From an optimization exercise on the open Yosys and OpenROAD flow, aimed at small area; shortcuts taken in it are not production practice. Only simulation tests tie the RTL to the original design; equivalence was not proved.

## run R
## pixel_frame_loader
module pixel_frame_loader #(
  parameter int NUM_PIXELS = 208,
  parameter int PIX_W      = 8,
  parameter int ERR_W      = 8
) (
  input  logic                        clk,
  input  logic                        rst,
  input  logic [PIX_W-1:0]            pix_data,
  input  logic                        pix_valid,
  input  logic                        pix_sof,
  output logic                        pix_ready,
  output logic                        nn_start,
  input  logic                        nn_done,
  output logic [NUM_PIXELS*PIX_W-1:0] frame_pixels,
  output logic                        busy,
  output logic                        sync_err,
  output logic [ERR_W-1:0]            err_count
);
  localparam int IDX_W = $clog2(NUM_PIXELS);
  localparam logic [IDX_W-1:0] LAST = IDX_W'(NUM_PIXELS - 1);
  typedef enum logic [1:0] {
    L_IDLE,
    L_RUN,
    L_DRAIN
  } l_state_t;
  l_state_t         state, state_nxt;
  logic             show_full;    
  logic             fill_full;    
  logic [IDX_W-1:0] wr_idx;
  logic             xfer, we, fill, err, rel, copy;
  logic [NUM_PIXELS*PIX_W-1:0] fill_q;
  logic [NUM_PIXELS*PIX_W-1:0] show_q;
  assign pix_ready = rst & ~(show_full & fill_full);
  assign xfer      = pix_valid & pix_ready;
  assign err       = xfer & (pix_sof ? (wr_idx != '0) : (wr_idx == '0));
  assign we        = xfer & (pix_sof | (wr_idx != '0));
  assign fill      = xfer & ~pix_sof & (wr_idx == LAST);
  assign copy      = fill_full & ~show_full;
  assign nn_start  = (state == L_RUN);
  assign busy      = (state != L_IDLE);
  always_comb begin
    state_nxt = state;
    rel       = 1'b0;
    unique case (state)
      L_IDLE:
        if ((show_full | fill_full) && !nn_done)
          state_nxt = L_RUN;
      L_RUN:
        if (nn_done)
          state_nxt = L_DRAIN;
      L_DRAIN:
        if (!nn_done) begin
          state_nxt = L_IDLE;
          rel       = 1'b1;
        end
      default:
        state_nxt = L_IDLE;
    endcase
  end
  always_ff @(posedge clk) begin
    if (!rst) begin
      state     <= L_IDLE;
  ...
For scale: ~5500 cells after synthesis, roughly 3300 flip-flops, roughly 1700 I/O pins, about 100000 um2 of cells after synthesis.
==> module pixel_frame_loader, before the edit <==
module pixel_frame_loader #(
  parameter int NUM_PIXELS = 208,
  parameter int PIX_W      = 8,
  parameter int ERR_W      = 8
) (
  input  logic                        clk,
  input  logic                        rst,
  input  logic [PIX_W-1:0]            pix_data,
  input  logic                        pix_valid,
  input  logic                        pix_sof,
  output logic                        pix_ready,
  output logic                        nn_start,
  input  logic                        nn_done,
  output logic [NUM_PIXELS*PIX_W-1:0] frame_pixels,
  output logic                        busy,
  output logic                        sync_err,
  output logic [ERR_W-1:0]            err_count
);
  localparam int IDX_W = $clog2(NUM_PIXELS);
  localparam logic [IDX_W-1:0] LAST = IDX_W'(NUM_PIXELS - 1);
  typedef enum logic [1:0] {
    L_IDLE,
    L_RUN,
    L_DRAIN
  } l_state_t;
  l_state_t         state, state_nxt;
  logic             show_full;    
  logic             fill_full;    
  logic [IDX_W-1:0] wr_idx;
  logic             xfer, we, fill, err, rel, copy;
  logic [NUM_PIXELS*PIX_W-1:0] fill_q;
  logic [NUM_PIXELS*PIX_W-1:0] show_q;
  assign pix_ready = rst & ~(show_full & fill_full);
  assign xfer      = pix_valid & pix_ready;
  assign err       = xfer & (pix_sof ? (wr_idx != '0) : (wr_idx == '0));
  assign we        = xfer & (pix_sof | (wr_idx != '0));
  assign fill      = xfer & ~pix_sof & (wr_idx == LAST);
  assign copy      = fill_full & ~show_full;
  assign nn_start  = (state == L_RUN);
  assign busy      = (state != L_IDLE);
  always_comb begin
    state_nxt = state;
    rel       = 1'b0;
    unique case (state)
      L_IDLE:
        if ((show_full | fill_full) && !nn_done)
          state_nxt = L_RUN;
      L_RUN:
        if (nn_done)
          state_nxt = L_DRAIN;
      L_DRAIN:
        if (!nn_done) begin
          state_nxt = L_IDLE;
          rel       = 1'b1;
        end
      default:
        state_nxt = L_IDLE;
    endcase
  end
  always_ff @(posedge clk) begin
    if (!rst) begin
      state     <= L_IDLE;
      show_full <= 1'b0;
      fill_full <= 1'b0;
    end else begin
      state <= state_nxt;
      if (copy)
        show_full <= 1'b1;
      else if (rel)
        show_full <= 1'b0;
      if (fill)
        fill_full <= 1'b1;
      else if (copy)
        fill_full <= 1'b0;
    end
  end
  always_ff @(posedge clk) begin
    if (!rst) begin
      wr_idx    <= '0;
      sync_err  <= 1'b0;
      err_count <= '0;
    end else begin
      sync_err <= err;
      if (err && (err_count != '1))
        err_count <= err_count + 1'b1;
      if (xfer) begin
        if (pix_sof)
          wr_idx <= IDX_W'(1);
        else if (fill)
          wr_idx <= '0;
        else if (wr_idx != '0)
          wr_idx <= wr_idx + 1'b1;
      end
    end
  end
  localparam int NB = NUM_PIXELS * PIX_W;
  always_ff @(posedge clk) begin
    fill_q <= ({NB{we}} & {pix_data, fill_q[NB-1:PIX_W]}) | ({NB{~we}} & fill_q);
    show_q <= ({NB{copy}} & fill_q) | ({NB{show_full}} & show_q);
  end
  assign frame_pixels = show_q;
endmodule
Settings: LEC_CHECK=0, CAP_MARGIN=20, CORE_MARGIN=2, CORE_UTILIZATION=40, CTS_CLUSTER_DIAMETER=100, CTS_CLUSTER_SIZE=30, SLEW_MARGIN=20; clock period 10.0 ns.
standard.sh (not shown) runs the stock make flow with config.mk's settings and CLKGATE_MAP_FILE= SYNTH_SCRIPT=/design/flow/synth_recipe.tcl, a recipe that flattens the netlist after the stock synthesis.
==> flow/flow/run.sh <==
#!/bin/bash
set -euo pipefail
export BUFFER_PORTS_ARGS="-buffer_cell sky130_fd_sc_hd__buf_1"
bash standard.sh "BUFFER_PORTS_ARGS=-buffer_cell sky130_fd_sc_hd__buf_1" finish > standard_flow.log 2>&1
The following lists how run X was set up differently from run R:
diff --git a/flow/design.v b/flow/design.v
--- a/flow/design.v
+++ b/flow/design.v
@@ -94,8 +94,11 @@
     end
   end
-  localparam int NB = NUM_PIXELS * PIX_W;
   always_ff @(posedge clk) begin
-    fill_q <= ({NB{we}} & {pix_data, fill_q[NB-1:PIX_W]}) | ({NB{~we}} & fill_q);
-    show_q <= ({NB{copy}} & fill_q) | ({NB{show_full}} & show_q);
+    if (we)
+      fill_q <= {pix_data, fill_q[NUM_PIXELS*PIX_W-1:PIX_W]};
+  end
+  always_ff @(posedge clk) begin
+    if (copy)
+      show_q <= fill_q;
   end
   assign frame_pixels = show_q;
Results
Run X — mean cell area of the mapped netlist about 60% higher, run R as reference. Going from run R to run X, first-pass GRT wire length shrank by 24%, smallest hold slack shrank by 0.0080 ns. Relative to run R, the final cell area reported for run X is higher. Run X vs run R — met2 layer wire length in the routed design dropped 18 mm. The more densely filled core belongs to run X, not run R. Run R leaves less setup margin than run X. For total placed cells including tap cells, dividing the value from run R by the value from run X gives 1.20. Run R has a lower maximum frequency than run X. Compared with run R, run X shows a lower synthesized cell count. In the flow results for run R and run X, the global-route usage is smaller on run X.

[port drivers added, routing unchanged]
No port has a modelled driver above. Below, the same layouts with a new extraction and two added sets of constraints.
Step 1 assumes that a clkbuf_16 drives the clock port and a buf_2 every other input.
Step 2 times the ports against the registers' clock, not the clock port: input delays grow and output delays shrink by t, the midpoint of the rising clock arrivals with the driver on.
Slacks: ideal ports / drivers / drivers and shift; pairs: ideal ports / drivers.
run | shift t [ns] | setup slack, ns | clock arrival spread, ns
run R | 0.922 | 4.244 / 4.057 / 4.057 | 0.074 / 0.074
run X | 0.912 | 4.697 / 4.600 / 4.394 | 0.055 / 0.055
After both steps every run listed still meets setup and hold. For run X, which loses most, drivers alone change the setup slack by -0.097 ns; drivers and shift together by -0.303 ns.
